This is an optimization exercise on Yosys and OpenROAD, whose aim is small area and a short achievable clock period, not a production implementation. At most, simulation tests tie the RTL to the original design; equivalence was not proved. Function not checked in runs 4 and 5: the RTL went through the layout flow alone. Power is estimated from default activity; no workload was simulated.

==> flow/design.v <==
`default_nettype none
package prefetch_pkg;
	localparam int ADDR_WIDTH = 32;
	localparam int LINE_WIDTH = 256;
	localparam int GRACE_WIDTH = 8;
	localparam int HIT_COUNT_WIDTH = 16;
	localparam int NUM_SLOTS = 4;
	typedef logic [ADDR_WIDTH-1:0] addr_t;
	typedef logic [LINE_WIDTH-1:0] line_t;
	typedef logic [$clog2(NUM_SLOTS)-1:0] slot_idx_t;
	typedef logic [GRACE_WIDTH-1:0] grace_t;
	typedef logic [HIT_COUNT_WIDTH-1:0] hit_count_t;
	localparam grace_t GRACE_DEFAULT = 8'd20;
	typedef struct packed {
		addr_t address;
		logic read;
		logic write;
		line_t wdata;
	} l2_req_t;
	typedef struct packed {
		line_t rdata;
		logic resp;
	} l2_rsp_t;
	typedef struct packed {
		addr_t address;
		logic read;
		logic write;
		line_t wdata;
	} mem_req_t;
	typedef struct packed {
		line_t rdata;
		logic resp;
	} mem_rsp_t;
	typedef struct packed {
		logic enable;
		grace_t grace_limit;
	} cfg_t;
	typedef enum logic [2:0] {
		idle,
		prefetch,
		check_hit,
		pass_through,
		hit_reply
	} engine_state_t;
endpackage
`default_nettype wire
`timescale 1ns/1ps
`default_nettype none
module prefetcher
(
	input wire clk,
	input wire prefetch_counter_reset,
	input wire [31:0] orb,
	input wire [31:0] l2_req_address,
	input wire l2_req_read,
	input wire l2_req_write,
	input wire [255:0] l2_req_wdata,
	output wire [255:0] l2_rsp_rdata,
	output wire l2_rsp_resp,
	output wire [31:0] mem_req_address,
	output wire mem_req_read,
	output wire mem_req_write,
	output wire [255:0] mem_req_wdata,
	input wire [255:0] mem_rsp_rdata,
	input wire mem_rsp_resp,
	input wire cfg_write,
	input wire cfg_wdata_enable,
	input wire [7:0] cfg_wdata_grace_limit,
	output wire cfg_enable,
	output wire [7:0] cfg_grace_limit,
	output wire [15:0] hit_count
);
	localparam int NS = 4;
	wire rst = prefetch_counter_reset;
	logic st_idle, st_pf, st_ch, st_pt, st_hr;
	logic [7:0] grace;
	logic [31:0] slot_address [0:NS-1];
	logic [255:0] slot_data [0:NS-1];
	logic [NS-1:0] slot_valid;
	logic [NS-1:0] slot_ready;
	logic [NS-1:0] wp;           
	logic [NS-1:0] l2_match;     
	logic [NS-1:0] hit_sel;      
	logic [NS-1:0] pf_sel;       
	logic cfg_en;
	logic [7:0] cfg_gl;
	logic [15:0] hcnt;
	wire l2_active = l2_req_read | l2_req_write;
	wire resp = mem_rsp_resp;
	logic within_grace;
	always_comb
	begin
		logic gt, eq;
		gt = 1'b0;
		eq = 1'b1;
		for (int i = 7; i >= 0; i--)
		begin
			gt = gt | (eq & grace[i] & ~cfg_gl[i]);
			eq = eq & ~(grace[i] ^ cfg_gl[i]);
		end
		within_grace = ~gt;
	end
	logic [NS-1:0] orb_match;
	logic [NS-1:0] l2_match_d;
	always_comb
	begin
		for (int i = 0; i < NS; i++)
		begin
			orb_match[i] = slot_valid[i] && (slot_address[i] == orb);
			l2_match_d[i] = slot_valid[i] && (slot_address[i] == l2_req_address);
		end
	end
	wire hint_present = |orb_match;
	wire load_hint = st_idle & ~l2_active & cfg_en & ~hint_present;
	wire [NS-1:0] load_ptr = {wp[NS-2:0], wp[NS-1]};
	wire fill_pending = |(wp & slot_valid & ~slot_ready);
	wire fill = st_pf & resp;
	wire [NS-1:0] hit_ready_v = l2_match & slot_ready;
	wire hit_ready = |hit_ready_v;
	wire abandon = l2_active & within_grace;
	wire idle_n = (st_idle & ~l2_active & ~load_hint & ~fill_pending)
		| (st_pf & ~abandon & resp)
		| (st_pt & resp)
		| st_hr;
	wire pf_n = (st_idle & ~l2_active & (load_hint | fill_pending))
		| (st_pf & ~abandon & ~resp);
	wire ch_n = (st_idle | (st_pf & within_grace)) & l2_active;
	wire pt_n = (st_ch & ~(hit_ready & l2_req_read)) | (st_pt & ~resp);
	wire hr_n = st_ch & hit_ready & l2_req_read;
	wire [NS-1:0] wp_n = load_hint ? load_ptr : wp;
	always_ff @(posedge clk)
	begin
		if (rst)
		begin
			st_idle <= 1'b1;
			st_pf <= 1'b0;
			st_ch <= 1'b0;
			st_pt <= 1'b0;
			st_hr <= 1'b0;
			pf_sel <= '0;
		end
		else
		begin
			st_idle <= idle_n;
			st_pf <= pf_n;
			st_ch <= ch_n;
			st_pt <= pt_n;
			st_hr <= hr_n;
			pf_sel <= pf_n ? wp_n : '0;
		end
	end
	logic [7:0] grace_carry;
	always_comb
	begin
		grace_carry[0] = 1'b1;
		for (int i = 1; i < 8; i++)
			grace_carry[i] = grace_carry[i-1] & grace[i-1];
	end
	always_ff @(posedge clk)
	begin
		if (rst || !st_pf)
			grace <= '0;
		else if (!(&grace))
			grace <= grace ^ grace_carry;
	end
	always_ff @(posedge clk)
	begin
		l2_match <= l2_match_d;
		hit_sel <= (st_ch & l2_req_read) ? hit_ready_v : '0;
	end
	always_ff @(posedge clk)
	begin
		if (rst)
		begin
			slot_valid <= '0;
			slot_ready <= '0;
			wp <= 4'b0001;
		end
		else
		begin
			wp <= wp_n;
			for (int i = 0; i < NS; i++)
			begin
				if (load_hint && load_ptr[i])
				begin
					slot_valid[i] <= 1'b1;
					slot_ready[i] <= 1'b0;
				end
				if (fill && wp[i])
					slot_ready[i] <= 1'b1;
				if (st_ch && l2_req_write && hit_ready_v[i])
					slot_ready[i] <= 1'b0;
			end
		end
	end
	always_ff @(posedge clk)
	begin
		for (int i = 0; i < NS; i++)
		begin
			if (load_hint && load_ptr[i])
				slot_address[i] <= orb;
			if (fill && wp[i])
				slot_data[i] <= mem_rsp_rdata;
		end
	end
	always_ff @(posedge clk)
	begin
		if (rst)
		begin
			cfg_en <= 1'b0;
			cfg_gl <= 8'd20;
		end
		else if (cfg_write)
		begin
			cfg_en <= cfg_wdata_enable;
			cfg_gl <= cfg_wdata_grace_limit;
		end
	end
	logic [15:0] hcnt_carry;
	always_comb
	begin
		hcnt_carry[0] = 1'b1;
		for (int i = 1; i < 16; i++)
			hcnt_carry[i] = hcnt_carry[i-1] & hcnt[i-1];
	end
	always_ff @(posedge clk)
	begin
		if (rst)
			hcnt <= '0;
		else if (st_hr && !(&hcnt))
			hcnt <= hcnt ^ hcnt_carry;
	end
	logic [255:0] rdata;
	logic [31:0] maddr;
	always_comb
	begin
		rdata = {256{st_pt}} & mem_rsp_rdata;
		maddr = {32{st_pt}} & l2_req_address;
		for (int i = 0; i < NS; i++)
		begin
			rdata = rdata | ({256{hit_sel[i]}} & slot_data[i]);
			maddr = maddr | ({32{pf_sel[i]}} & slot_address[i]);
		end
	end
	assign l2_rsp_rdata = rdata;
	assign l2_rsp_resp = (st_pt & resp) | st_hr;
	assign mem_req_address = maddr;
	assign mem_req_read = st_pf | (st_pt & l2_req_read);
	assign mem_req_write = st_pt & l2_req_write;
	assign mem_req_wdata = l2_req_wdata;
	assign cfg_enable = cfg_en;
	assign cfg_grace_limit = cfg_gl;
	assign hit_count = hcnt;
endmodule
`default_nettype wire
==> flow/run.sh <==
#!/bin/bash
# synth_recipe.tcl (not shown) runs the flow's synth.tcl, then flattens the netlist and writes it again
# the make line also repeats each setting of config.mk as NAME=value (left out here)
make -C /OpenROAD-flow-scripts/flow DESIGN_CONFIG=/design/flow/config.mk WORK_HOME=/design/flow/orfs CLKGATE_MAP_FILE= SYNTH_SCRIPT=/design/flow/synth_recipe.tcl finish
==> flow/config.mk <==
export PLATFORM = sky130hd
export DESIGN_NAME = prefetcher
export DESIGN_NICKNAME = prefetcher
export VERILOG_FILES = /design/flow/design.v
export SDC_FILE = /design/flow/constraint.sdc
export NUM_CORES = 4
export LEC_CHECK = 0
export CAP_MARGIN = 20
export CORE_MARGIN = 2
export CORE_UTILIZATION = 40
export SETUP_SLACK_MARGIN = 0.3
export SLEW_MARGIN = 20
==> flow/constraint.sdc <==
create_clock -name core_clock -period 5.8 [get_ports {clk}]
set_input_delay 1.1600 -clock core_clock [delete_from_list [all_inputs] [get_ports {clk}]]
set_output_delay 1.1600 -clock core_clock [all_outputs]
set_load 0.01 [all_outputs]
==> results.toml, run 1 <==
[die]
dieArea_um2 = 125000
io_pins = 1163
rows = 128
fp.coreArea_um2 = 122000
initial_core_util_pct = 40.2
die_y_um = 354
die_x_um = 354

[critical_path]
critical-path-max-stage-delay_ps = 960
slowest_stage = "dfxtp_4"
crit_path_max_fanout = 62
critPathCaptureType = "primary output"
r2r-start = "hcnt[0]"
cp-startpoint = "hit_sel[3]"
critPathBufInv = 2
r2r-end = "hcnt[14]"
crit_type = "flip-flop to primary output"
cp_num_cells = 4
crit_chain = "buf_4 > a222oi_1 > nand2_1 > clkdlybuf4s50_1"
critPathCapture = "l2_rsp_rdata[167]"
rrSetupSlack_ps = 2450
crit_arrival_ps = 3290
ff2ff_path_depth = 16
required_ps = 4640
cp_top_family = "buffers and inverters"
critPathLaunchType = "flip-flop"

[clock_tree]
cts_setup_buffers = 0
htree_levels = 3
cts.sinks = 1214
cts_tree = "yes"
insertion_delay_ps = 740
hold_buffers = 0
root_buffer = "clkbuf_16"
cts_made_buffers = 121
cts.repair.resized = 0
clock_path_buffers = 3
cts.clk_slew.worst_paths_ps = 60

[routing]
drt-total-wl_um = 213000
ant_nets = 0
drt-wirelength-per-cell_um = 40.9
drt_iter0_drc = 5674
drt_first_pass_iters = 10
vias = 32100
routed_via_density = 6.14
drc = 0

[pwr]
p_leak_uw = 0.0196
p_per_area_nw_per_um2 = 307
netSwitchingFraction_pct = 21.7
p_comb_share_pct = 5.5
power_uw = 18200
p_int_uw = 14300
max-vdd-ir-drop_v = 0.000259
power.net_switching_uw = 3960
clkPwrFrac_pct = 41.7
p_seq_share_pct = 52.8

[logic_synthesis]
ys_seq_area_share_pct = 73.3
netlist_area_um2 = 48900
yosysWarnings = 3
synth-edff-count = 1152
syn-instance-count = 3098
ys_seq_elements = 1214
synth_nets = 3710
syn_area_per_cell_um2 = 15.8
synthArstFlopShare_pct = 0
synth_ff_type = "edfxtp_1"
netlist-cell-type-count = 46

[cells_and_area]
utilization_pct = 48.9
multi_input_area_um2 = 10300
nNetsFinal = 4076
area_delta_synth_final_pct = 21.5
fill_cells = 10200
drive_gt1_share_pct = 6.45
regArea_um2 = 35900

[timing]
tightest_slew_ps = 1010
rsz0062_at_grt = "false"
finalClockSkew_ps = 27.0
setup_tns_ps = 0
max_freq_mhz = 225
min_period_over_period_pct = 76.6
setup_viol = 0
slew_headroom_pct = 32.7
hold_viol_final = 0
maxSlewViolCount = 0
min_period_ps = 4450

[run_status]
status = "no timing/DRC/antenna violations"

[place]
place_congestion = 1.04
portBuffers = 650
dp_hpwl_um = 160000

[global_route]
grt_max_degree = 87
grt_use_total_pct = 33.0
grt_pass1_wl_um = 280000
grt_pass1_vias = 29800
antenna_found_initial = 102
grt-ovfl-total = 0

[min_path]
hp-class = "flip-flop to flip-flop"
min_from = "l2_match[1]"

[job]
cap_violations = 0
[metrics by stage]
step           setup slack, ps  instances  hold slack (ps)  instance area [µm²]
6_report                  1350       5223              446                59400
3_5_place_dp              1170       4966              451                55500
4_1_cts                   1280       5191              443                59300
3_3_place_gp              1160       4966              443                55500
5_1_grt                   1250       5202              484                59300
2_1_floorplan             1050       3098              432                48900
[layout by cell type (no fill, tap or decap), types with 27 or more instances in the layout]
| cell | count |
|---|---|
| a22oi_1 | 289 |
| nor2_1 | 49 |
| xor2_1 | 79 |
| clkbuf_1 | 36 |
| clkinv_1 | 27 |
| dfxtp_1 | 53 |
| buf_12 | 28 |
| nand2_1 | 309 |
| mux2i_1 | 29 |
| nand4_1 | 49 |
| nor4_1 | 28 |
| edfxtp_1 | 1152 |
| a222oi_1 | 289 |
| xnor2_1 | 178 |
| diode_2 | 32 |
| clkbuf_16 | 121 |
| clkdlybuf4s50_1 | 650 |
[sequential cells by signal, indices dropped and copies added (netlist names)]
name,count
cfg_en,1
cfg_gl,8
grace,8
hcnt,16
hit_sel,4
l2_match,4
pf_sel,4
slot_address,128
slot_data,1024
slot_ready,4
slot_valid,4
st_ch,1
st_hr,1
st_idle,1
st_pf,1
st_pt,1
wp,4
[power groups by stage]
stage / sequential, µW / combinational [µW] / clock (µW)
6_report: 9620 / 1010 / 7590
5_1_grt: 9620 / 1050 / 7990
4_1_cts: 9620 / 996 / 7670
3_5_place_dp: 9810 / 990 / 0
3_3_place_gp: 9810 / 977 / 0
2_1_floorplan: 9800 / 490 / 0
[cell type report]
cell class	instances	share of cell area [%]
sequential	1214	60.4
multi-input combinational	1411	17.4
timing repair buffer	702	12.2
clock buffer	158	5.35
tap	1625	3.42
clock inverter	67	1.07
antenna	32	0.135
inverter	14	0.0885
[kinds of logic after synthesis]
logic type	after synthesis	synth area share, %
compound gates	626	11.0
buf+inv	473	5.65
xor+xnor	257	4.61
fa+ha+maj	22	0.558
simple gates	477	4.24
flops	1214	73.3
mux	29	0.594
[cell usage after synthesis, drive strengths merged (2+ instances only)]
library cell  count  area [µm²]
buf             277        2020
ha               21         263
nor2             50         188
nor2b             6        37.5
nand3            13        65.1
clkbuf          182         683
nand2           309        1160
o22ai             3        18.8
nor4             28         175
o21bai            4        30.0
a22oi           289        2170
xnor2           178        1560
and3              5        31.3
nand4            49         307
mux2i            29         290
or4               2        15.0
nand2b            2        12.5
a31oi             5        31.3
nor3              5        25.0
dfxtp            62        1240
o211ai            4        35.0
a21oi             9        45.0
o21ai             9        45.0
xor2             79         692
o2bb2ai           5        43.8
and4              2        17.5
edfxtp         1152       34600
inv              14        52.6
a222oi          289        2890
and2              5        31.3
[tightest hold or removal path: stages, from the launching register on]
cell and delay [ps]:
dfxtp_1 310, nand2_1 80, nor2_1 40
[worst min path at each step]
| stage | to | slack [ps] | cells after the start |
|---|---|---|---|
| floorplan | hit_sel[2] | 430 | 2 |
| global placement | hit_sel[1] | 440 | 2 |
| detailed placement | hit_sel[1] | 450 | 2 |
| CTS | hit_sel[1] | 440 | 2 |
| global route | hit_sel[1] | 480 | 2 |
| finish | hit_sel[1] | 450 | 2 |
[layer usage]
metal / vias up / track usage, % / routed length [µm]
met3: 400 / 25.1 / 43600
li1: 13000 / - / -
met5: - / 6.75 / 1710
met4: 102 / 9.80 / 6450
met2: 2551 / 43.5 / 85100
met1: 16100 / 41.0 / 76500
==> inputs of run 2 (changes only) <==
--- a/flow/config.mk
+++ b/flow/config.mk
@@ -7,6 +7,6 @@
 export LEC_CHECK = 0
 export CAP_MARGIN = 20
 export CORE_MARGIN = 2
-export CORE_UTILIZATION = 40
-export SETUP_SLACK_MARGIN = 0.3
+export CORE_UTILIZATION = 55
+export SETUP_SLACK_MARGIN = 2.5
 export SLEW_MARGIN = 20
==> results.toml, run 2 <==
[logic_synthesis]
synth_ff_type = "edfxtp_1"
yosysWarnings = 3
ys_seq_elements = 1214
netlist_area_um2 = 48900
syn-instance-count = 3098
synth_top_area_share_pct = 70.8
ys_seq_area_share_pct = 73.3
synthArstFlopShare_pct = 0
yosys.area.top_type = "edfxtp_1"
synth_nets = 3710
syn_area_per_cell_um2 = 15.8
synthTopCellsByCount = "1152 x edfxtp_1, 309 x nand2_1, 289 x a222oi_1, 289 x a22oi_1, 256 x buf_4"
yosys-top-cells-area = "edfxtp_1 71%, a222oi_1 5.9%, a22oi_1 4.4%"
netlist-cell-type-count = 46
synth-edff-count = 1152
synthMostInstantiatedCell = "edfxtp_1"

[run_status]
lastStage = "3_2_place_iop"
status = "did not finish"
error = "[ERROR PPL-0024] Number of IO pins (1163) exceeds maximum number of available positions (1090). Increase the die perimeter from 1208.46um to 1581.68um."

[die]
die_x_um = 302
rows = 109
die_y_um = 302
initial_core_util_pct = 55.4
-- run 2: cell counts after synthesis --
Identical to the previous run, type by type.
-- run 2: kinds of logic after synthesis --
family | Yosys count | synth area share, %
simple gates | 477 | 4.24
xor+xnor | 257 | 4.61
buf+inv | 473 | 5.65
compound gates | 626 | 11.0
fa+ha+maj | 22 | 0.558
flops | 1214 | 73.3
mux | 29 | 0.594
==> inputs of run 3 (changes only) <==
--- a/flow/config.mk
+++ b/flow/config.mk
@@ -6,7 +6,7 @@
 export NUM_CORES = 4
 export LEC_CHECK = 0
 export CAP_MARGIN = 20
-export CORE_MARGIN = 2
-export CORE_UTILIZATION = 55
+export CORE_AREA = 5 5 395 395
+export DIE_AREA = 0 0 400 400
 export SETUP_SLACK_MARGIN = 2.5
 export SLEW_MARGIN = 20
==> results.toml, run 3 <==
[min_path]
hp-class = "flip-flop to flip-flop"

[logic_synthesis]
synthArstFlopShare_pct = 0
synth_nets = 3710
yosys.area.top_type = "edfxtp_1"
synth-edff-count = 1152
syn-instance-count = 3098
ys_seq_elements = 1214
netlist-cell-type-count = 46
syn_area_per_cell_um2 = 15.8
ys_seq_area_share_pct = 73.3
yosysWarnings = 3
synthTopCellsByCount = "1152 x edfxtp_1, 309 x nand2_1, 289 x a222oi_1, 289 x a22oi_1, 256 x buf_4"
synthMostInstantiatedCell = "edfxtp_1"
yosys-top-cells-area = "edfxtp_1 71%, a222oi_1 5.9%, a22oi_1 4.4%"
synth_top_area_share_pct = 70.8
synth_ff_type = "edfxtp_1"
netlist_area_um2 = 48900

[routing]
routed_via_density = 5.63
drc = 0
vias = 32800
ant_nets = 0
drt_first_pass_iters = 10
drt-wirelength-per-cell_um = 38.4
drt_iter0_drc = 5198
drt-total-wl_um = 223000

[timing]
tightest_slew_ps = 1030
setup_viol = 0
slew_headroom_pct = 31.3
rsz0062_at_grt = "true"
hold_viol_final = 0
finalClockSkew_ps = 29.3
maxSlewViolCount = 0
min_period_ps = 3620
max_freq_mhz = 277
min_period_over_period_pct = 62.3
setup_tns_ps = 0

[global_route]
grt_use_total_pct = 26.3
grt-ovfl-total = 0
grt_pass1_wl_um = 286000
grt_max_degree = 63
grt_pass1_vias = 30900
antenna_found_initial = 101

[die]
initial_core_util_pct = 32.3
fp.coreArea_um2 = 152000
die_y_um = 400
io_pins = 1163
rows = 143
die_x_um = 400
dieArea_um2 = 160000

[critical_path]
r2r-start = "hcnt[0]"
crit_arrival_ps = 2460
critPathLaunchType = "flip-flop"
crit_path_max_fanout = 10
critPathCaptureType = "primary output"
ff2ff_path_depth = 16
cp-startpoint = "st_pt"
rrSetupSlack_ps = 2620
critPathCapture = "l2_rsp_rdata[84]"
r2r-end = "hcnt[14]"
crit_type = "flip-flop to primary output"
required_ps = 4640

[cells_and_area]
largestRegisters = "slot_data: 1024 flops, slot_address: 128 flops, hcnt: 16 flops"
multi_input_area_um2 = 10600
utilization_pct = 41.6
drive_gt1_share_pct = 20.7
nNetsFinal = 4251
area_delta_synth_final_pct = 29.0
regArea_um2 = 35900
fill_cells = 13800
layout_common_cells = "1152 x edfxtp_1, 289 x a222oi_1, 289 x a22oi_1, 261 x nand2_1, 181 x dlygate4sd2_1"
largest_register_ffs = 1024
mostFrequentLayoutCell = "edfxtp_1"
regMostFlops = "slot_data"

[clock_tree]
cts_tree = "yes"
clock_path_buffers = 3
root_buffer = "clkbuf_16"
cts.clk_slew.worst_paths_ps = 60
insertion_delay_ps = 760
cts.sinks = 1214
hold_buffers = 0
cts_made_buffers = 133
htree_levels = 4

[run_status]
status = "no timing/DRC/antenna violations"

[pwr]
p_per_area_nw_per_um2 = 299
p_leak_uw = 0.0223
max-vdd-ir-drop_v = 0.000264

[place]
place_congestion = 0.958
portBuffers = 650
dp_hpwl_um = 153000

[job]
cap_violations = 0
==> run 3: cell counts after synthesis <==
Identical to the previous run, type by type.
==> run 3: final cells by class <==
cell class                      instances  area share [%]
Antenna cell                           54           0.214
Clock buffer                          178            5.65
Sequential cell                      1214            56.9
Clock inverter                         54           0.897
Timing Repair Buffer                  862            15.5
Multi-Input combinational cell       1414            16.7
Tap cell                             2030            4.03
Inverter                               14          0.0834
==> run 3: routing by layer <==
metal / global-route usage, % / up-vias / routed length, µm
met5: 0.954 / - / 554
met3: 17.2 / 438 / 38600
li1: - / 13400 / -
met2: 40.0 / 2457 / 99700
met1: 29.8 / 16400 / 75800
met4: 8.94 / 56 / 8740
==> run 3: worst min path at each step <==
stage / start / end / slack, ps / depth (start not counted)
3_3_place_gp: l2_match[1] / hit_sel[1] / 450 / 2
5_1_grt: l2_match[1] / hit_sel[1] / 480 / 2
3_5_place_dp: l2_match[1] / hit_sel[1] / 460 / 2
4_1_cts: l2_match[1] / hit_sel[1] / 460 / 2
6_report: l2_match[1] / hit_sel[1] / 460 / 2
2_1_floorplan: l2_match[2] / hit_sel[2] / 430 / 2
==> run 3: critical path, stage by stage (launching register included) <==
cell and delay (ps):
dfxtp_4 390, buf_12 170, bufbuf_16 280, a222oi_1 380
nand2_2 250, buf_6 200
==> run 3: timing repair <==
action,4_1_cts,5_1_grt
endpoints found under the setup margin,429,416
buffers inserted,77,17
resized for setup,1698,202
pin swaps,434,407
hold endpoints to repair,0,0
cloned,45,17
==> run 3: report_power, final <==
part	internal, µW	switching (µW)
registers	9600	15.3
logic	518	613
clock network	4610	3510
total	14700	4140
==> run 3: per-stage QoR <==
| step | hold slack, ps | setup WS, ps | area [µm²] | total power (µW) | instances |
|---|---|---|---|---|---|
| after floorplan | 432 | 2320 | 48900 | 10300 | 3098 |
| after global placement | 447 | 1250 | 56100 | 10800 | 5378 |
| after detailed placement | 455 | 1170 | 56100 | 10800 | 5378 |
| after CTS | 464 | 2170 | 62100 | 18900 | 5732 |
| after global routing | 483 | 2090 | 62900 | 19400 | 5777 |
| final | 461 | 2180 | 63000 | 18900 | 5820 |
==> run 3: cells by family (layout without fill, tap and decap cells) <==
kind of cell               Yosys count  in the layout  synth area share [%]
DFF                               1214           1214                  73.3
muxes                               29             29                 0.594
adders and majority gates           22             22                 0.558
other                                0             54                     0
buffers and inverters              473           1108                  5.65
AOI/OAI and AO/OA                  626            626                  11.0
and+or+nand+nor                    477            480                  4.24
xor gates and xnor gates           257            257                  4.61
==> inputs of run 4 (changes only) <==
--- a/flow/design.v
+++ b/flow/design.v
@@ -152,9 +152,8 @@
 	logic [7:0] grace_carry;
 	always_comb
 	begin
-		grace_carry[0] = 1'b1;
-		for (int i = 1; i < 8; i++)
-			grace_carry[i] = grace_carry[i-1] & grace[i-1];
+		for (int i = 0; i < 8; i++)
+			grace_carry[i] = &(grace | (8'hff << i));
 	end
 	always_ff @(posedge clk)
 	begin
@@ -219,9 +218,8 @@
 	logic [15:0] hcnt_carry;
 	always_comb
 	begin
-		hcnt_carry[0] = 1'b1;
-		for (int i = 1; i < 16; i++)
-			hcnt_carry[i] = hcnt_carry[i-1] & hcnt[i-1];
+		for (int i = 0; i < 16; i++)
+			hcnt_carry[i] = &(hcnt | (16'hffff << i));
 	end
 	always_ff @(posedge clk)
 	begin
==> flow/flow/run.sh (new file) <==
#!/bin/bash
# Standard ORFS layout, with plain buffers on the ports instead of the delay
# cells that buffer_ports picks by default. Each ORFS step writes its own log
# under orfs/logs; make's own output goes to make.log.
set -euo pipefail
export BUFFER_PORTS_ARGS="-buffer_cell sky130_fd_sc_hd__buf_1"
export DONT_USE_CELLS="sky130_fd_sc_hd__clkdlybuf4s15_1 sky130_fd_sc_hd__clkdlybuf4s15_2 sky130_fd_sc_hd__clkdlybuf4s18_1 sky130_fd_sc_hd__clkdlybuf4s18_2 sky130_fd_sc_hd__clkdlybuf4s25_1 sky130_fd_sc_hd__clkdlybuf4s25_2 sky130_fd_sc_hd__clkdlybuf4s50_1 sky130_fd_sc_hd__clkdlybuf4s50_2 sky130_fd_sc_hd__dlygate4sd1_1 sky130_fd_sc_hd__dlygate4sd2_1 sky130_fd_sc_hd__dlygate4sd3_1 sky130_fd_sc_hd__dlymetal6s2s_1 sky130_fd_sc_hd__dlymetal6s4s_1 sky130_fd_sc_hd__dlymetal6s6s_1"
bash standard.sh > make.log 2>&1
==> flow/standard.sh (new file) <==
#!/bin/bash
# synth_recipe.tcl (not shown) runs the flow's synth.tcl, then flattens the netlist and writes it again
# the make line also repeats each setting of config.mk as NAME=value (left out here)
make -C /OpenROAD-flow-scripts/flow DESIGN_CONFIG=/design/flow/config.mk WORK_HOME=/design/flow/orfs CLKGATE_MAP_FILE= SYNTH_SCRIPT=/design/flow/synth_recipe.tcl "${@:-finish}"
removed: flow/run.sh
==> results.toml, run 4 <==
[logic_synthesis]
yosys.area.top_type = "edfxtp_1"
syn-instance-count = 3111
syn_area_per_cell_um2 = 15.7
synth-edff-count = 1152
synth_ff_type = "edfxtp_1"
synth_nets = 3710
yosysWarnings = 3
ys_seq_elements = 1214
synthArstFlopShare_pct = 0
synthMostInstantiatedCell = "edfxtp_1"
synthTopCellsByCount = "1152 x edfxtp_1, 316 x nand2_1, 288 x a222oi_1, 288 x a22oi_1, 256 x buf_4"
ys_seq_area_share_pct = 73.3
netlist_area_um2 = 48900
netlist-cell-type-count = 49
synth_top_area_share_pct = 70.8
yosys-top-cells-area = "edfxtp_1 71%, a222oi_1 5.9%, a22oi_1 4.4%"

[place]
place_inst = 5363
place_congestion = 0.977
place_area_um2 = 51800
dp_hpwl_um = 153000
portBuffers = 650

[timing]
setup_viol = 0
hold_viol_final = 0
setup_tns_ps = 0
max_freq_mhz = 278
maxSlewViolCount = 0
slew_headroom_pct = 28.6
min_period_ps = 3600
rsz0062_at_grt = "true"
tightest_slew_ps = 1060
min_period_over_period_pct = 62.0
finalClockSkew_ps = 49.1

[global_route]
grt_pass1_wl_um = 289000
antenna_found_initial = 77
grt-ovfl-total = 0
grt_max_degree = 116
grt_use_total_pct = 26.7
grt_pass1_vias = 31100

[clock_tree]
cts.sinks = 1214
clock_path_buffers = 3
cts.clk_slew.worst_paths_ps = 60
root_buffer = "clkbuf_16"
htree_levels = 4
cts_made_buffers = 130
cts_tree = "yes"
insertion_delay_ps = 770

[cells_and_area]
nNetsFinal = 4232
regMostFlops = "slot_data"
largest_register_ffs = 1024
drive_gt1_share_pct = 18.2
finalInstanceArea_um2 = 60800
largestRegisters = "slot_data: 1024 flops, slot_address: 128 flops, hcnt: 16 flops"
layout_common_cells = "1152 x edfxtp_1, 422 x buf_1, 288 x a222oi_1, 288 x a22oi_1, 286 x nand2_1"
mostFrequentLayoutCell = "edfxtp_1"
area_delta_synth_final_pct = 24.3
utilization_pct = 40.1
instances_no_fill = 5801

[routing]
drc = 0
ant_nets = 0
drt_iter0_drc = 5317
drt-wirelength-per-cell_um = 39.1
vias = 32900
drt-total-wl_um = 227000
routed_via_density = 5.68
drt_first_pass_iters = 9

[critical_path]
crit_type = "flip-flop to primary output"
rrSetupSlack_ps = 2810
r2r-start = "slot_address[2][29]"
crit_arrival_ps = 2440
ff2ff_path_depth = 7
critPathCapture = "l2_rsp_rdata[178]"
r2r-end = "slot_address[3][11]"
crit_path_max_fanout = 8
required_ps = 4640
cp-startpoint = "st_pt"
critPathCaptureType = "primary output"
critPathLaunchType = "flip-flop"

[min_path]
hp-class = "flip-flop to flip-flop"

[die]
fp.coreArea_um2 = 152000
dieArea_um2 = 160000
initial_core_util_pct = 32.3
die_x_um = 400
io_pins = 1163
die_y_um = 400
rows = 143

[job]
cap_violations = 0

[pwr]
p_leak_uw = 0.0204
p_per_area_nw_per_um2 = 309
max-vdd-ir-drop_v = 0.000242

[run_status]
status = "no timing/DRC/antenna violations"
==> run 4: cell types whose count changed in the layout (fill, tap and decap cells not counted), moves of 19 or more <==
cell and delta:
diode_2 -19, dlymetal6s2s_1 -28, buf_2 -50, clkbuf_1 -21, buf_16 +20, clkdlybuf4s50_1 -128, dlygate4sd2_1 -181, xnor2_1 +23
nand2_1 +25, clkdlybuf4s15_2 -23, buf_6 -36, buf_1 +422
==> run 4: cell type report <==
| class | instances | area [µm²] |
|---|---|---|
| multi-input cells | 1409 | 10300 |
| clock buffers | 155 | 3400 |
| flip-flops and latches | 1214 | 35900 |
| fillers | 13900 | 90800 |
| well taps | 2030 | 2540 |
| diodes | 35 | 87.6 |
| clock inverters | 80 | 812 |
| repair inverters | 1 | 7.51 |
| repair buffers | 859 | 7640 |
| inverters | 18 | 71.3 |
==> run 4: kinds of logic (layout without fill, tap and decap cells) <==
logic type	after synthesis	in the layout	synth area share (%)
compound gates	620	620	10.9
simple gates	487	488	4.41
buf+inv	489	1113	5.82
mux	20	20	0.410
other cells	0	35	0
flops	1214	1214	73.3
xor+xnor	271	271	4.90
fa+ha+maj	10	10	0.246
==> run 4: timing repair <==
item,4_1_cts,5_1_grt
gates resized for setup,482,164
setup endpoints to repair,387,385
buffers inserted,71,16
hold buffers,0,0
cloned,62,18
pin swaps,291,222
==> run 4: report_power, final <==
part / switching, µW / leakage (µW) / internal, µW
Combinational: 596 / 0.00749 / 395
Sequential: 15.2 / 0.0109 / 9590
Clock: 3630 / 0.00204 / 4540
==> run 4: worst min-delay path by stage <==
stage | end | start | cells past startpoint | slack, ps
floorplan | hit_sel[2] | l2_match[2] | 2 | 430
global placement | hit_sel[2] | l2_match[2] | 2 | 450
detailed placement | hit_sel[2] | l2_match[2] | 2 | 450
CTS | hit_sel[2] | l2_match[2] | 2 | 460
global route | hit_sel[2] | l2_match[2] | 2 | 500
finish | hit_sel[2] | l2_match[2] | 2 | 460
==> run 4: routing by layer <==
| layer | global-route usage, % | vias to the layer above | part of all wire [%] |
|---|---|---|---|
| met3 | 17.6 | 445 | 18 |
| met5 | 0 | - | 0.11 |
| met1 | 30.4 | 16500 | 33 |
| met2 | 39.0 | 2586 | 43 |
| met4 | 12.1 | 38 | 5.5 |
| li1 | - | 13400 | - |
==> run 4: through the flow <==
step / total power, µW / setup slack (ps) / hold slack [ps]
after floorplan: 10300 / 2320 / 432
after global placement: 10500 / 1410 / 447
after detailed placement: 10500 / 1330 / 450
after CTS: 18800 / 2200 / 459
after global routing: 19300 / 2120 / 500
final: 18800 / 2200 / 456
==> run 4: worst max-delay path: stages (launching register included) <==
cell	delay, ps
dfxtp_4	370
buf_4	140
buf_12	150
buf_8	140
a222oi_1	460
nand2_2	220
buf_1	180
==> inputs of run 5 (changes only) <==
--- a/flow/config.mk
+++ b/flow/config.mk
@@ -7,6 +7,7 @@
 export LEC_CHECK = 0
 export CAP_MARGIN = 20
 export CORE_AREA = 5 5 395 395
+export CTS_BUF_LIST = sky130_fd_sc_hd__clkbuf_8
 export DIE_AREA = 0 0 400 400
 export SETUP_SLACK_MARGIN = 2.5
 export SLEW_MARGIN = 20
==> results.toml, run 5 <==
[run_status]
status = "no timing/DRC/antenna violations"

[timing]
setup_tns_ps = 0
finalClockSkew_ps = 36.3
tightest_slew_ps = 1110
maxSlewViolCount = 0
min_period_ps = 3660
slew_headroom_pct = 25.4
setup_viol = 0
max_freq_mhz = 273
rsz0062_at_grt = "true"
hold_viol_final = 0
min_period_over_period_pct = 63.2

[pwr]
p_int_uw = 13400
p_leak_uw = 0.0196
p_seq_share_pct = 54.5
p_comb_share_pct = 4.8
max-vdd-ir-drop_v = 0.000213
power.net_switching_uw = 4180
p_per_area_nw_per_um2 = 302
clkPwrFrac_pct = 40.7
netSwitchingFraction_pct = 23.7

[clock_tree]
cts_tree = "yes"
hold_buffers = 0
insertion_delay_ps = 920
cts.clk_slew.worst_paths_ps = 60
cts.sinks = 1214
cts_made_buffers = 197
htree_levels = 4
root_buffer = "clkbuf_8"
clock_path_buffers = 3

[place]
portBuffers = 650
place_congestion = 0.977
dp_hpwl_um = 153000

[cells_and_area]
nNetsFinal = 4228
regMostFlops = "slot_data"
layout_common_cells = "1152 x edfxtp_1, 451 x buf_1, 289 x nand2_1, 288 x a222oi_1, 287 x a22oi_1"
utilization_pct = 38.5
area_delta_synth_final_pct = 19.4
drive_gt1_share_pct = 16.9
largest_register_ffs = 1024
fill_cells = 14200
mostFrequentLayoutCell = "edfxtp_1"
largestRegisters = "slot_data: 1024 flops, slot_address: 128 flops, hcnt: 16 flops"

[logic_synthesis]
syn-instance-count = 3111
synth_nets = 3710
netlist-cell-type-count = 49
netlist_area_um2 = 48900
syn_area_per_cell_um2 = 15.7
synth_top_area_share_pct = 70.8
ys_seq_area_share_pct = 73.3
yosys.area.top_type = "edfxtp_1"
yosysWarnings = 3
synthMostInstantiatedCell = "edfxtp_1"
synthTopCellsByCount = "1152 x edfxtp_1, 316 x nand2_1, 288 x a222oi_1, 288 x a22oi_1, 256 x buf_4"
ys_seq_elements = 1214
yosys-top-cells-area = "edfxtp_1 71%, a222oi_1 5.9%, a22oi_1 4.4%"
synth_ff_type = "edfxtp_1"
synth-edff-count = 1152
synthArstFlopShare_pct = 0

[critical_path]
crit_chain = "buf_12 > buf_12 > a222oi_1 > nand2_1 > buf_6"
rrSetupSlack_ps = 2640
crit_path_max_fanout = 10
ff2ff_path_depth = 7
critPathLaunchType = "flip-flop"
required_ps = 4640
crit_type = "flip-flop to primary output"
slowest_stage = "dfxtp_4"
critical-path-max-stage-delay_ps = 440
r2r-end = "slot_address[2][14]"
cpMostUsedCell = "buf_12"
critPathCaptureType = "primary output"
r2r-start = "slot_address[0][0]"
crit_arrival_ps = 2500

[global_route]
antenna_found_initial = 87
grt_pass1_vias = 31200
grt-ovfl-total = 0
grt_max_degree = 116
grt_pass1_wl_um = 280000
grt_use_total_pct = 25.7

[routing]
ant_nets = 0
drt-total-wl_um = 220000
drt_first_pass_iters = 10
drt_iter0_drc = 5175
route.met3.wl_um = 40300
vias = 32600
highest_layer = "met5"
drt-wirelength-per-cell_um = 37.6
routed_via_density = 5.56
wl_met2_um = 95900
met1_length_um = 72900
drc = 0

[min_path]
hold_end = "hit_sel[2]"
hp-class = "flip-flop to flip-flop"
min_from = "l2_match[2]"
hold_depth = 2

[job]
cap_violations = 0

[die]
initial_core_util_pct = 32.3
io_pins = 1163
die_x_um = 400
rows = 143
die_y_um = 400
dieArea_um2 = 160000
fp.coreArea_um2 = 152000
==> run 5: cell counts after synthesis <==
No cell type changed its count.
==> run 5: final cells by class <==
type	count	area, µm²	share of cell area (%)
timing repair buffer	789	5700	9.76
clock buffer	208	2860	4.90
sequential	1214	35900	61.4
multi-input combinational	1408	10300	17.7
inverter	18	71.3	0.122
tap	2030	2540	4.35
antenna	39	97.6	0.167
clock inverter	153	912	1.56
timing repair inverter	1	7.51	0.0129
==> run 5: cell families after synthesis <==
family,Yosys count,synth area share (%)
flops,1214,73.3
compound gates,620,10.9
buf+inv,489,5.82
simple gates,487,4.41
xor+xnor,271,4.90
mux,20,0.410
fa+ha+maj,10,0.246
==> run 5: power groups by stage <==
| stage | Clock, µW | Combinational (µW) | Sequential, µW |
|---|---|---|---|
| after floorplan | 0 | 511 | 9800 |
| after global placement | 0 | 716 | 9810 |
| after detailed placement | 0 | 734 | 9810 |
| after CTS | 7300 | 801 | 9620 |
| after global routing | 7710 | 892 | 9610 |
| final | 7170 | 841 | 9620 |
==> run 5: critical path, delay by kind of cell, from the launching register on <==
family / cells / cell delay (ps)
AOI/OAI and AO/OA: 1 / 360
buffers and inverters: 3 / 550
DFF: 1 / 440
and+or+nand+nor: 1 / 260
==> run 5: worst max-delay path by stage <==
stage	from	to	slack, ps	cells after the start
after global routing	hit_sel[2]	l2_rsp_rdata[29]	1980	7
after floorplan	mem_rsp_resp	slot_data[0][0]	2320	1
final	st_pt	l2_rsp_rdata[185]	2140	5
after detailed placement	orb[21]	slot_address[0][15]	1330	8
after CTS	st_pt	l2_rsp_rdata[156]	2030	5
after global placement	orb[4]	slot_address[0][15]	1410	8
==> run 5: layer usage <==
| metal | global-route usage, % | vias to the layer above |
|---|---|---|
| li1 | - | 13400 |
| met3 | 17.3 | 418 |
| met5 | 0 | - |
| met1 | 28.9 | 16200 |
| met2 | 37.6 | 2564 |
| met4 | 11.6 | 40 |
==> run 5: per-stage QoR <==
step | setup slack [ps] | hold WS [ps] | instances | power (µW) | instance area [µm²]
2_1_floorplan | 2320 | 432 | 3111 | 10300 | 49000
3_3_place_gp | 1410 | 447 | 5363 | 10500 | 51800
3_5_place_dp | 1330 | 450 | 5363 | 10500 | 51800
4_1_cts | 2030 | 352 | 5788 | 17700 | 57300
5_1_grt | 1980 | 423 | 5832 | 18200 | 58300
6_report | 2140 | 463 | 5860 | 17600 | 58400
==> run 5: timing repair <==
action                                 CTS  global route
pin swaps                              208           229
cloned                                  23            14
resized for setup                      246           215
endpoints found under the hold margin    0             0
setup endpoints to repair              323           355
setup buffers                           41            18
==> inputs of run 6 (changes only) <==
--- a/flow/design.v
+++ b/flow/design.v
@@ -80,7 +80,6 @@
 	logic [NS-1:0] slot_ready;
 	logic [NS-1:0] wp;           
 	logic [NS-1:0] l2_match;     
-	logic [NS-1:0] hit_sel;      
 	logic [NS-1:0] pf_sel;       
 	logic cfg_en;
 	logic [7:0] cfg_gl;
@@ -165,7 +164,6 @@
 	always_ff @(posedge clk)
 	begin
 		l2_match <= l2_match_d;
-		hit_sel <= (st_ch & l2_req_read) ? hit_ready_v : '0;
 	end
 	always_ff @(posedge clk)
 	begin
@@ -228,17 +226,48 @@
 		else if (st_hr && !(&hcnt))
 			hcnt <= hcnt ^ hcnt_carry;
 	end
+	localparam int NG = 8;
+	localparam int NG_BITS = 256 / NG;
+	function automatic logic and4(input logic a, input logic b, input logic c, input logic d,
+		input int k);
+		case (k % 8)
+			0: and4 = ((a & b) & c) & d;
+			1: and4 = ((a & b) & d) & c;
+			2: and4 = ((a & c) & b) & d;
+			3: and4 = ((a & c) & d) & b;
+			4: and4 = ((a & d) & b) & c;
+			5: and4 = ((b & c) & a) & d;
+			6: and4 = (a & b) & (c & d);
+			default: and4 = (a & c) & (b & d);
+		endcase
+	endfunction
+	logic [NS-1:0] hsel [0:NG-1];    
+	logic [NG-1:0] msel;             
+	always_ff @(posedge clk)
+	begin
+		for (int g = 0; g < NG; g++)
+		begin
+			logic [NS-1:0] h;
+			for (int i = 0; i < NS; i++)
+				h[i] = and4(st_ch, l2_req_read, l2_match[i], slot_ready[i], g);
+			hsel[g] <= h;
+			msel[g] <= ~|h;
+		end
+	end
 	logic [255:0] rdata;
 	logic [31:0] maddr;
 	always_comb
 	begin
-		rdata = {256{st_pt}} & mem_rsp_rdata;
+		for (int g = 0; g < NG; g++)
+		begin
+			rdata[g*NG_BITS +: NG_BITS] = {NG_BITS{msel[g]}} & mem_rsp_rdata[g*NG_BITS +: NG_BITS];
+			for (int i = 0; i < NS; i++)
+				rdata[g*NG_BITS +: NG_BITS] = rdata[g*NG_BITS +: NG_BITS]
+					| ({NG_BITS{hsel[g][i]}} & slot_data[i][g*NG_BITS +: NG_BITS]);
+		end
 		maddr = {32{st_pt}} & l2_req_address;
 		for (int i = 0; i < NS; i++)
-		begin
-			rdata = rdata | ({256{hit_sel[i]}} & slot_data[i]);
 			maddr = maddr | ({32{pf_sel[i]}} & slot_address[i]);
-		end
 	end
 	assign l2_rsp_rdata = rdata;
 	assign l2_rsp_resp = (st_pt & resp) | st_hr;
==> results.toml, run 6 <==
[routing]
ant_nets = 0
vias = 34100
drt_first_pass_iters = 14
drt-wirelength-per-cell_um = 40.2
routed_via_density = 5.69
drt-total-wl_um = 241000
drc = 0
drt_iter0_drc = 6224

[logic_synthesis]
ys_seq_elements = 1250
netlist_area_um2 = 49600
yosys-top-cells-area = "edfxtp_1 70%, a222oi_1 5.8%, a22oi_1 4.4%"
synth_nets = 3758
syn-instance-count = 3159
yosys.area.top_type = "edfxtp_1"
synthTopCellsByCount = "1152 x edfxtp_1, 315 x nand2_1, 289 x a222oi_1"
syn_area_per_cell_um2 = 15.7
ys_seq_area_share_pct = 73.6
netlist-cell-type-count = 47
yosysWarnings = 4
synthMostInstantiatedCell = "edfxtp_1"
synthArstFlopShare_pct = 0
synth-edff-count = 1152
synth_ff_type = "edfxtp_1"
synth_top_area_share_pct = 69.7

[clock_tree]
root_buffer = "clkbuf_8"
htree_levels = 4
clock_path_buffers = 3
cts.clk_slew.worst_paths_ps = 60
cts.sinks = 1250
cts_tree = "yes"
hold_buffers = 0
insertion_delay_ps = 930
cts_made_buffers = 199

[timing]
maxSlewViolCount = 0
setup_viol = 0
hold_viol_final = 0
slew_headroom_pct = 35.9
finalClockSkew_ps = 47.1
min_period_ps = 3530
rsz0062_at_grt = "true"
max_freq_mhz = 284
setup_tns_ps = 0
tightest_slew_ps = 953
min_period_over_period_pct = 60.8

[pwr]
p_leak_uw = 0.0197
p_per_area_nw_per_um2 = 298
max-vdd-ir-drop_v = 0.000219
power_uw = 17800

[cells_and_area]
largest_register_ffs = 1024
nNetsFinal = 4352
drive_gt1_share_pct = 17.9
finalInstanceArea_um2 = 59800
mostFrequentLayoutCell = "edfxtp_1"
area_delta_synth_final_pct = 20.6
utilization_pct = 39.5
layout_common_cells = "1152 x edfxtp_1, 441 x buf_1, 299 x nand2_1, 289 x a222oi_1, 288 x a22oi_1"
largestRegisters = "slot_data: 1024 flops, slot_address: 128 flops, hsel: 32 flops"
regMostFlops = "slot_data"
instances_no_fill = 5998

[critical_path]
critPathCaptureType = "primary output"
crit_arrival_ps = 2370
required_ps = 4640
critPathLaunchType = "flip-flop"
crit_path_max_fanout = 6
crit_type = "flip-flop to primary output"

[global_route]
antenna_found_initial = 102
grt_use_total_pct = 28.4
grt_pass1_vias = 31900
grt_pass1_wl_um = 304000
grt-ovfl-total = 0
grt_max_degree = 89

[die]
initial_core_util_pct = 32.8
die_y_um = 400
rows = 143
fp.coreArea_um2 = 152000
die_x_um = 400
dieArea_um2 = 160000
io_pins = 1163

[place]
place_area_um2 = 52600
place_congestion = 0.977
place_inst = 5454
portBuffers = 650
dp_hpwl_um = 175000

[job]
cap_violations = 0

[run_status]
status = "no timing/DRC/antenna violations"

[min_path]
hp-class = "primary input to flip-flop"
-- run 6: cell count changes after synthesis, moves of 11 or more --
cell      before  now
xnor2_1      203  155
xor2_1        65  109
dfxtp_1       62   98
nor2_1        36   61
nor4_1        24   42
buf_1         15    3
clkbuf_1     190  179
nand4_1       52   41
-- run 6: through the flow --
stage,worst slack (ps),hold WS (ps)
floorplan,2320,461
global placement,1540,481
detailed placement,1510,492
CTS,2230,401
global route,2180,436
finish,2270,500
-- run 6: repair_timing --
item,in CTS,in global routing
gates cloned,20,14
pin swaps,270,192
gates resized for setup,475,183
setup buffers,63,31
endpoints found under the setup margin,288,415
-- run 6: final cells by class --
class,count,area [µm²]
fill,14100,91700
sequential,1250,36700
multi-input combinational,1451,10500
timing repair buffer,835,6310
clock buffer,212,2920
tap,2030,2540
clock inverter,148,744
antenna,56,140
inverter,16,60.1
-- run 6: layer usage --
metal | up-vias | track usage, % | part of all wire [%]
li1 | 13700 | - | -
met1 | 17000 | 32.6 | 33
met2 | 2840 | 40.0 | 42
met3 | 441 | 22.0 | 20
met4 | 54 | 9.88 | 3.8
met5 | - | 1.02 | 0.22
-- run 6: cells by family (layout without fill, tap and decap cells) --
family,Yosys count,after routing,synth area share (%)
buffers and inverters,458,1211,5.45
AOI/OAI and AO/OA,629,629,10.9
other,0,56,0
adders and majority gates,9,9,0.222
xor gates and xnor gates,265,265,4.69
and+or+nand+nor,527,527,4.70
DFF,1250,1250,73.6
muxes,21,21,0.444
-- run 6: critical path: stages, from the launching register on --
cell	delay, ps
dfxtp_4	420
buf_12	180
a222oi_1	420
nand2_2	240
buf_6	180
-- run 6: worst paths after layout --
path	cells past startpoint	start	end	slack, ps
worst max-delay path	4	msel[7]	l2_rsp_rdata[247]	2270
worst min-delay path	3	cfg_wdata_grace_limit[2]	cfg_gl[2]	500
worst max register to register	7	slot_address[3][20]	slot_address[3][29]	2790
worst min register to register	2	hcnt[11]	hcnt[11]	520
-- run 6: where the power goes --
| group | internal [µW] | switching (µW) | total [µW] |
|---|---|---|---|
| combinational | 331 | 590 | 921 |
| clock | 3450 | 3610 | 7060 |
| sequential | 9830 | 15.4 | 9850 |
==> inputs of run 7 (changes only) <==
==> flow/flow/run.sh (replaced) <==
#!/bin/bash
# Standard ORFS layout, with plain buffers on the ports instead of the delay
# cells that buffer_ports picks by default. Each ORFS step writes its own log
# under orfs/logs; make's own output goes to make.log.
set -euo pipefail
export BUFFER_PORTS_ARGS="-buffer_cell sky130_fd_sc_hd__buf_2"
export DONT_USE_CELLS="sky130_fd_sc_hd__clkdlybuf4s15_1 sky130_fd_sc_hd__clkdlybuf4s15_2 sky130_fd_sc_hd__clkdlybuf4s18_1 sky130_fd_sc_hd__clkdlybuf4s18_2 sky130_fd_sc_hd__clkdlybuf4s25_1 sky130_fd_sc_hd__clkdlybuf4s25_2 sky130_fd_sc_hd__clkdlybuf4s50_1 sky130_fd_sc_hd__clkdlybuf4s50_2 sky130_fd_sc_hd__dlygate4sd1_1 sky130_fd_sc_hd__dlygate4sd2_1 sky130_fd_sc_hd__dlygate4sd3_1 sky130_fd_sc_hd__dlymetal6s2s_1 sky130_fd_sc_hd__dlymetal6s4s_1 sky130_fd_sc_hd__dlymetal6s6s_1"
bash standard.sh > make.log 2>&1
--- a/flow/config.mk
+++ b/flow/config.mk
@@ -7,7 +7,9 @@
 export LEC_CHECK = 0
 export CAP_MARGIN = 20
 export CORE_AREA = 5 5 395 395
-export CTS_BUF_LIST = sky130_fd_sc_hd__clkbuf_8
+export CTS_BUF_LIST = sky130_fd_sc_hd__clkbuf_16
+export CTS_CLUSTER_DIAMETER = 100
+export CTS_CLUSTER_SIZE = 28
 export DIE_AREA = 0 0 400 400
 export SETUP_SLACK_MARGIN = 2.5
 export SLEW_MARGIN = 20
==> results.toml, run 7 <==
[run_status]
status = "no timing/DRC/antenna violations"

[die]
die_y_um = 400
rows = 143
dieArea_um2 = 160000
die_x_um = 400
fp.coreArea_um2 = 152000
initial_core_util_pct = 32.8
io_pins = 1163

[global_route]
grt_pass1_wl_um = 291000
grt_use_total_pct = 27.2
grt_max_degree = 87
antenna_found_initial = 134
grt-ovfl-total = 0
grt_pass1_vias = 29900

[logic_synthesis]
yosysWarnings = 4
synth_top_area_share_pct = 69.7
synthTopCellsByCount = "1152 x edfxtp_1, 315 x nand2_1, 289 x a222oi_1"
synth_nets = 3758
synth-edff-count = 1152
netlist-cell-type-count = 47
yosys.area.top_type = "edfxtp_1"
synthArstFlopShare_pct = 0
ys_seq_area_share_pct = 73.6
syn_area_per_cell_um2 = 15.7
ys_seq_elements = 1250
syn-instance-count = 3159
netlist_area_um2 = 49600
synthMostInstantiatedCell = "edfxtp_1"
yosys-top-cells-area = "edfxtp_1 70%, a222oi_1 5.8%, a22oi_1 4.4%"
synth_ff_type = "edfxtp_1"

[cells_and_area]
finalInstanceArea_um2 = 56500
mostFrequentLayoutCell = "edfxtp_1"
regMostFlops = "slot_data"
area_delta_synth_final_pct = 13.8
nNetsFinal = 4126
drive_gt1_share_pct = 25.0
largestRegisters = "slot_data: 1024 flops, slot_address: 128 flops, hsel: 32 flops"
largest_register_ffs = 1024
layout_common_cells = "1152 x edfxtp_1, 599 x buf_2, 289 x a222oi_1, 288 x a22oi_1, 288 x nand2_1"

[routing]
wl_met2_um = 96600
route.met3.wl_um = 44400
drt-wirelength-per-cell_um = 40.7
met1_length_um = 80900
drt_iter0_drc = 5356
vias = 32200
highest_layer = "met5"
drt_first_pass_iters = 10
drt-total-wl_um = 230000
routed_via_density = 5.69
drc = 0
ant_nets = 0

[min_path]
min_from = "hcnt[15]"
hold_end = "hcnt[15]"
hold_depth = 2
hp-class = "flip-flop to flip-flop"

[timing]
hold_viol_final = 0
min_period_over_period_pct = 59.3
maxSlewViolCount = 0
rsz0062_at_grt = "true"
finalClockSkew_ps = 56.0
min_period_ps = 3440
setup_viol = 0
tightest_slew_ps = 1090
slew_headroom_pct = 26.4
max_freq_mhz = 291
setup_tns_ps = 0

[critical_path]
rrSetupSlack_ps = 2870
required_ps = 4640
crit_type = "primary input to primary output"
crit_arrival_ps = 2280
crit_path_max_fanout = 4
r2r-end = "slot_address[3][6]"
critPathLaunchType = "primary input"
r2r-start = "slot_address[1][5]"
ff2ff_path_depth = 7
critPathCaptureType = "primary output"

[place]
place_congestion = 0.960
place_area_um2 = 53400
portBuffers = 650
dp_hpwl_um = 173000

[clock_tree]
insertion_delay_ps = 710
cts_tree = "yes"
htree_levels = 2
clock_path_buffers = 3
hold_buffers = 0
cts.clk_slew.worst_paths_ps = 110
root_buffer = "clkbuf_16"
cts.sinks = 1250
cts_made_buffers = 54

[job]
cap_violations = 0

[pwr]
p_seq_share_pct = 63.5
p_comb_share_pct = 5.9
power.net_switching_uw = 3490
p_int_uw = 12000
p_leak_uw = 0.0188
netSwitchingFraction_pct = 22.5
clkPwrFrac_pct = 30.6
p_per_area_nw_per_um2 = 274
max-vdd-ir-drop_v = 0.000230
-- run 7: cell counts after synthesis --
Identical to the previous run, type by type.
-- run 7: per-stage QoR --
| stage | total power [µW] | std cells | hold slack (ps) | util, % | setup slack (ps) |
|---|---|---|---|---|---|
| 2_1_floorplan | 10600 | 3159 | 461 | - | 2320 |
| 3_3_place_gp | 10900 | 5455 | 485 | 35.2 | 1640 |
| 3_5_place_dp | 10900 | 5455 | 500 | 35.2 | 1630 |
| 4_1_cts | 15600 | 5575 | 515 | 36.8 | 2410 |
| 5_1_grt | 15900 | 5601 | 531 | 37.2 | 2260 |
| 6_report | 15500 | 5654 | 513 | 37.3 | 2360 |
-- run 7: kinds of logic after synthesis --
family	synth area share (%)
buffers and inverters	5.45
flip-flops	73.6
AO/OA/AOI/OAI	10.9
XOR/XNOR	4.69
adder cells (fa/ha/maj)	0.222
multiplexers	0.444
AND/OR/NAND/NOR	4.70
-- run 7: worst max-delay path by stage --
stage | start | endpoint | slack, ps | cells after the start
finish | mem_rsp_rdata[251] | l2_rsp_rdata[251] | 2360 | 4
global route | mem_rsp_rdata[251] | l2_rsp_rdata[251] | 2260 | 4
CTS | msel[5] | l2_rsp_rdata[163] | 2410 | 4
detailed placement | l2_req_read | slot_address[0][11] | 1630 | 6
global placement | l2_req_read | slot_address[3][20] | 1640 | 6
floorplan | mem_rsp_resp | slot_data[0][0] | 2320 | 1
-- run 7: area by class of cell --
type / count / area [µm²]
multi-input cells: 1451 / 10500
inverters: 16 / 60.1
fillers: 14300 / 95000
diodes: 60 / 150
repair buffers: 754 / 4950
clock buffers: 56 / 1400
clock inverters: 37 / 275
flip-flops and latches: 1250 / 36700
well taps: 2030 / 2540
-- run 7: per-layer routing --
| layer | GRT usage, % | up-vias |
|---|---|---|
| met5 | 0.924 | - |
| met4 | 7.13 | 66 |
| met3 | 19.5 | 381 |
| met2 | 38.9 | 2427 |
| met1 | 32.7 | 16100 |
| li1 | - | 13200 |
-- run 7: what timing repair did --
item | CTS | global route
gates cloned | 4 | 3
endpoints found under the setup margin | 294 | 64
pin swaps | 40 | 89
gates resized for setup | 103 | 110
setup buffers | 23 | 16
-- run 7: worst max-delay path, cell delays in order --
cell and delay (ps):
buf_8 100, a222oi_1 460, nand2_2 330, buf_6 230
-- run 7: power groups by stage --
stage | Sequential (µW) | Clock (µW) | Combinational, µW
floorplan | 10100 | 0 | 513
detailed placement | 10000 | 0 | 874
global route | 9840 | 5130 | 968
finish | 9830 | 4750 | 916
CTS | 9830 | 4840 | 887
global placement | 10100 | 0 | 858
==> inputs of run 8 (changes only) <==
==> flow/flow/run.sh (replaced) <==
#!/bin/bash
# Standard ORFS layout, with plain buffers on the ports instead of the delay
# cells that buffer_ports picks by default. Each ORFS step writes its own log
# under orfs/logs; make's own output goes to make.log.
set -euo pipefail
export BUFFER_PORTS_ARGS="-buffer_cell sky130_fd_sc_hd__buf_1"
export DONT_USE_CELLS="sky130_fd_sc_hd__clkdlybuf4s15_1 sky130_fd_sc_hd__clkdlybuf4s15_2 sky130_fd_sc_hd__clkdlybuf4s18_1 sky130_fd_sc_hd__clkdlybuf4s18_2 sky130_fd_sc_hd__clkdlybuf4s25_1 sky130_fd_sc_hd__clkdlybuf4s25_2 sky130_fd_sc_hd__clkdlybuf4s50_1 sky130_fd_sc_hd__clkdlybuf4s50_2 sky130_fd_sc_hd__dlygate4sd1_1 sky130_fd_sc_hd__dlygate4sd2_1 sky130_fd_sc_hd__dlygate4sd3_1 sky130_fd_sc_hd__dlymetal6s2s_1 sky130_fd_sc_hd__dlymetal6s4s_1 sky130_fd_sc_hd__dlymetal6s6s_1"
bash standard.sh > make.log 2>&1
--- a/flow/config.mk
+++ b/flow/config.mk
@@ -11,5 +11,5 @@
 export CTS_CLUSTER_DIAMETER = 100
 export CTS_CLUSTER_SIZE = 28
 export DIE_AREA = 0 0 400 400
-export SETUP_SLACK_MARGIN = 2.5
+export SETUP_SLACK_MARGIN = 3.0
 export SLEW_MARGIN = 20
==> results.toml, run 8 <==
[logic_synthesis]
ys_seq_area_share_pct = 73.6
syn-instance-count = 3159
netlist-cell-type-count = 47
syn_area_per_cell_um2 = 15.7
netlist_area_um2 = 49600
synthArstFlopShare_pct = 0
yosysWarnings = 4
yosys.area.top_type = "edfxtp_1"
synth_ff_type = "edfxtp_1"
synthTopCellsByCount = "1152 x edfxtp_1, 315 x nand2_1, 289 x a222oi_1"
synth_nets = 3758
ys_seq_elements = 1250
synthMostInstantiatedCell = "edfxtp_1"
synth-edff-count = 1152
synth_top_area_share_pct = 69.7
yosys-top-cells-area = "edfxtp_1 70%, a222oi_1 5.8%, a22oi_1 4.4%"

[clock_tree]
cts.clk_slew.worst_paths_ps = 110
cts_tree = "yes"
clock_path_buffers = 3
cts.sinks = 1250
insertion_delay_ps = 700
cts_made_buffers = 53
hold_buffers = 0
root_buffer = "clkbuf_16"
htree_levels = 2

[critical_path]
r2r-start = "slot_address[1][13]"
crit_type = "primary input to primary output"
r2r-end = "pf_sel[1]"
critPathCaptureType = "primary output"
crit_path_max_fanout = 5
rrSetupSlack_ps = 3030
critPathLaunchType = "primary input"
ff2ff_path_depth = 8
crit_arrival_ps = 2220
required_ps = 4640

[cells_and_area]
area_delta_synth_final_pct = 17.3
layout_common_cells = "1152 x edfxtp_1, 291 x buf_1, 289 x a222oi_1, 288 x a22oi_1, 260 x nand2_1"
drive_gt1_share_pct = 19.1
utilization_pct = 38.4
nNetsFinal = 4189
largestRegisters = "slot_data: 1024 flops, slot_address: 128 flops, hsel: 32 flops"
largest_register_ffs = 1024
mostFrequentLayoutCell = "edfxtp_1"
regMostFlops = "slot_data"
fill_cells = 14200
finalInstanceArea_um2 = 58200

[routing]
ant_nets = 0
drt_first_pass_iters = 10
vias = 32400
drt_iter0_drc = 5526
drt-wirelength-per-cell_um = 40.8
drt-total-wl_um = 232000
drc = 0
routed_via_density = 5.68

[pwr]
netSwitchingFraction_pct = 22.6
p_int_uw = 12000
power.net_switching_uw = 3510
p_leak_uw = 0.0188
p_per_area_nw_per_um2 = 267
p_seq_share_pct = 63.3
max-vdd-ir-drop_v = 0.000293
clkPwrFrac_pct = 30.2
p_comb_share_pct = 6.5

[global_route]
grt_max_degree = 125
grt_use_total_pct = 27.5
grt_pass1_wl_um = 296000
grt_pass1_vias = 30500
grt-ovfl-total = 0
antenna_found_initial = 88

[die]
dieArea_um2 = 160000
die_x_um = 400
initial_core_util_pct = 32.8
fp.coreArea_um2 = 152000
die_y_um = 400
rows = 143
io_pins = 1163

[place]
portBuffers = 650
dp_hpwl_um = 172000
place_congestion = 0.976
place_area_um2 = 52600

[min_path]
hp-class = "flip-flop to flip-flop"
hold_depth = 2
hold_end = "st_pt"
min_from = "st_ch"

[timing]
maxSlewViolCount = 0
hold_slack_ps = 505
min_period_ps = 3380
finalClockSkew_ps = 35.8
rsz0062_at_grt = "true"
hold_viol_final = 0
setup_viol = 0
slew_headroom_pct = 29.6
tightest_slew_ps = 1050
setup_tns_ps = 0
min_period_over_period_pct = 58.3
max_freq_mhz = 296

[run_status]
status = "no timing/DRC/antenna violations"

[job]
cap_violations = 0
==> run 8: cell counts after synthesis <==
Identical to the previous run, type by type.
==> run 8: power by group through the flow <==
stage	logic, µW	clock network [µW]	registers [µW]
6_report	1010	4680	9830
2_1_floorplan	514	0	10100
3_5_place_dp	827	0	10100
5_1_grt	1060	5080	9840
3_3_place_gp	808	0	10000
4_1_cts	954	4760	9830
==> run 8: routing by layer <==
layer	global-route usage, %	share of wire, %	vias to the layer above
met4	7.62	3.6	54
met3	18.8	19	361
met5	0.154	0.15	-
li1	-	-	13300
met1	33.3	35	16300
met2	39.6	42	2462
==> run 8: final cells by class <==
type | count | area [µm²] | area share, %
flip-flops and latches | 1250 | 36700 | 63.0
multi-input cells | 1462 | 10700 | 18.4
repair buffers | 807 | 6490 | 11.1
well taps | 2030 | 2540 | 4.36
clock buffers | 54 | 1350 | 2.32
clock inverters | 45 | 287 | 0.492
diodes | 40 | 100 | 0.172
inverters | 16 | 60.1 | 0.103
==> run 8: worst max-delay path, cell delays in order <==
cell	delay, ps
clkbuf_2	130
a222oi_1	450
nand2_2	270
buf_6	200
==> run 8: metrics by stage <==
step                      std cells  worst slack [ps]  total power (µW)
after floorplan                3159              2320             10600
after global routing           5673              2350             16000
after global placement         5451              1540             10900
final                          5704              2420             15500
after CTS                      5634              2430             15500
after detailed placement       5451              1520             10900
==> run 8: cell families (layout without fill, tap and decap cells) <==
logic type	Yosys count	after routing	share of synthesized area, %
compound gates	629	629	10.9
xor+xnor	265	265	4.69
fa+ha+maj	9	9	0.222
buf+inv	458	922	5.45
flops	1250	1250	73.6
mux	21	21	0.444
other cells	0	40	0
simple gates	527	538	4.70
==> run 8: worst max-delay path by stage <==
| stage | from | cells past startpoint | endpoint |
|---|---|---|---|
| 2_1_floorplan | mem_rsp_resp | 1 | slot_data[0][0] |
| 4_1_cts | hsel[7][2] | 4 | l2_rsp_rdata[240] |
| 3_3_place_gp | orb[27] | 8 | slot_address[3][11] |
| 5_1_grt | st_pt | 6 | mem_req_address[8] |
| 3_5_place_dp | orb[27] | 8 | slot_address[0][11] |
| 6_report | mem_rsp_rdata[165] | 4 | l2_rsp_rdata[165] |
==> run 8: timing repair <==
item | CTS | global route
buffers inserted | 62 | 20
endpoints found under the setup margin | 433 | 420
resized for setup | 698 | 294
gates cloned | 22 | 10
pin swaps | 323 | 246
==> inputs of run 9 (changes only) <==
--- a/flow/config.mk
+++ b/flow/config.mk
@@ -11,5 +11,6 @@
 export CTS_CLUSTER_DIAMETER = 100
 export CTS_CLUSTER_SIZE = 28
 export DIE_AREA = 0 0 400 400
-export SETUP_SLACK_MARGIN = 3.0
+export PLACE_DENSITY = 0.8
+export SETUP_SLACK_MARGIN = 2.5
 export SLEW_MARGIN = 20
==> results.toml, run 9 <==
[critical_path]
cpMostUsedCell = "buf_1"
crit_path_max_fanout = 5
crit_arrival_ps = 2150
critical-path-max-stage-delay_ps = 430
r2r-start = "slot_address[0][9]"
slowest_stage = "a222oi_1"
critPathCaptureType = "primary output"
r2r-end = "slot_address[1][22]"
crit_chain = "buf_1 > a222oi_1 > nand2_1 > buf_1"
crit_type = "primary input to primary output"
critPathBufInv = 2
ff2ff_path_depth = 7
rrSetupSlack_ps = 2800
required_ps = 4640
cp_top_family = "compound AO/OA/AOI/OAI gates"

[min_path]
hp-class = "flip-flop to flip-flop"
hold_end = "hcnt[15]"

[cells_and_area]
nNetsFinal = 4122
largestRegisters = "slot_data: 1024 flops, slot_address: 128 flops, hsel: 32 flops"
mostFrequentLayoutCell = "edfxtp_1"
largest_register_ffs = 1024
regMostFlops = "slot_data"
layout_common_cells = "1152 x edfxtp_1, 571 x buf_1, 304 x nand2_1, 289 x a222oi_1, 288 x a22oi_1"

[pwr]
power_uw = 15500
max-vdd-ir-drop_v = 0.000256
p_leak_uw = 0.0171
p_per_area_nw_per_um2 = 278

[logic_synthesis]
yosys.area.top_type = "edfxtp_1"
netlist_area_um2 = 49600
synth_ff_type = "edfxtp_1"
synth-edff-count = 1152
synthMostInstantiatedCell = "edfxtp_1"
ys_seq_area_share_pct = 73.6
ys_seq_elements = 1250
syn-instance-count = 3159
netlist-cell-type-count = 47
synthTopCellsByCount = "1152 x edfxtp_1, 315 x nand2_1, 289 x a222oi_1"
synth_top_area_share_pct = 69.7

[global_route]
grtUsageMet1_pct = 28.6
grt_pass1_vias = 30400
grt-ovfl-total = 0
antenna_found_initial = 128
use_met2_pct = 37.7
grt_pass1_wl_um = 279000
grt_max_degree = 93
grt_use_total_pct = 25.6

[clock_tree]
clock_path_buffers = 3
root_buffer = "clkbuf_16"
cts_made_buffers = 56
cts_tree = "yes"
htree_levels = 2

[run_status]
status = "no timing/DRC/antenna violations"

[routing]
drt_first_pass_iters = 10
drc = 0
vias = 32800
routed_via_density = 5.81
ant_nets = 0
drt-total-wl_um = 217000
drt-wirelength-per-cell_um = 38.5

[job]
cap_violations = 0

[die]
io_pins = 1163
initial_core_util_pct = 32.8
rows = 143
dieArea_um2 = 160000

[timing]
setup_viol = 0
slew_headroom_pct = 30.3
rsz0062_at_grt = "true"
tightest_slew_ps = 1040
maxSlewViolCount = 0

[place]
portBuffers = 650
place_congestion = 1.03
## run 9: cell counts after synthesis
No cell type changed its count.
## run 9: worst max path at each step
stage                            startpoint                  end  slack, ps  cells after the start
after global routing                msel[6]    l2_rsp_rdata[197]       2410                      4
after global placement              orb[24]   slot_address[1][4]       1710                      8
after CTS                        hsel[7][0]    l2_rsp_rdata[236]       2410                      4
final                     mem_rsp_rdata[65]     l2_rsp_rdata[65]       2490                      4
after floorplan                mem_rsp_resp      slot_data[0][0]       2320                      1
after detailed placement             orb[6]  slot_address[0][29]       1620                      8
## run 9: per-layer routing
metal	vias to the layer above	wire, µm	part of all wire [%]
met3	493	44400	20
li1	13100	-	-
met1	16100	68500	32
met4	80	9600	4.4
met2	2990	94300	43
met5	-	553	0.25
## run 9: report_power, final
part / switching, µW / internal [µW]
clock network: 2940 / 1860
registers: 14.5 / 9820
logic: 545 / 277
total: 3500 / 12000
## run 9: timing repair
action	in CTS	in global routing
cloned	2	4
gates resized for setup	126	127
setup buffers	15	23
pin swaps	29	65
setup endpoints to repair	380	185
## run 9: worst register-to-register path: cells and delay by family, from the launching register on
family	cells	cell delay [ps]
XOR/XNOR	1	310
AND/OR/NAND/NOR	5	1630
flip-flops	1	500
AO/OA/AOI/OAI	1	210
## run 9: final cells by class
type | count | area (µm²)
inverter | 16 | 60.1
fill | 14200 | 96000
sequential | 1250 | 36700
antenna | 52 | 130
clock buffer | 56 | 1400
tap | 2030 | 2540
timing repair buffer | 748 | 3980
multi-input combinational | 1451 | 10400
clock inverter | 44 | 352
## run 9: logic make-up (layout without fill, tap and decap cells)
logic type                 Yosys count  in the layout  share of synthesized area, %
AOI/OAI and AO/OA                  629            629                          10.9
xor gates and xnor gates           265            265                          4.69
adders and majority gates            9              9                         0.222
buffers and inverters              458            864                          5.45
DFF                               1250           1250                          73.6
muxes                               21             21                         0.444
other                                0             52                             0
and+or+nand+nor                    527            527                          4.70
## run 9: metrics by stage
step	worst slack, ps	hold WS [ps]	std cells	utilization [%]	area [µm²]
4_1_cts	2410	511	5568	36.2	54900
6_report	2490	510	5647	36.7	55600
3_3_place_gp	1710	479	5451	34.7	52600
5_1_grt	2410	535	5610	36.6	55500
2_1_floorplan	2320	461	3159	-	49700
3_5_place_dp	1620	496	5451	34.7	52600

Setup slack of run 9, layout unchanged: 2.494 ns with ideal ports, 2.325 ns with driving cells assumed (clock clkbuf_16, inputs buf_2), 1.692 ns with port delays also shifted by the 0.785 ns mid clock arrival.
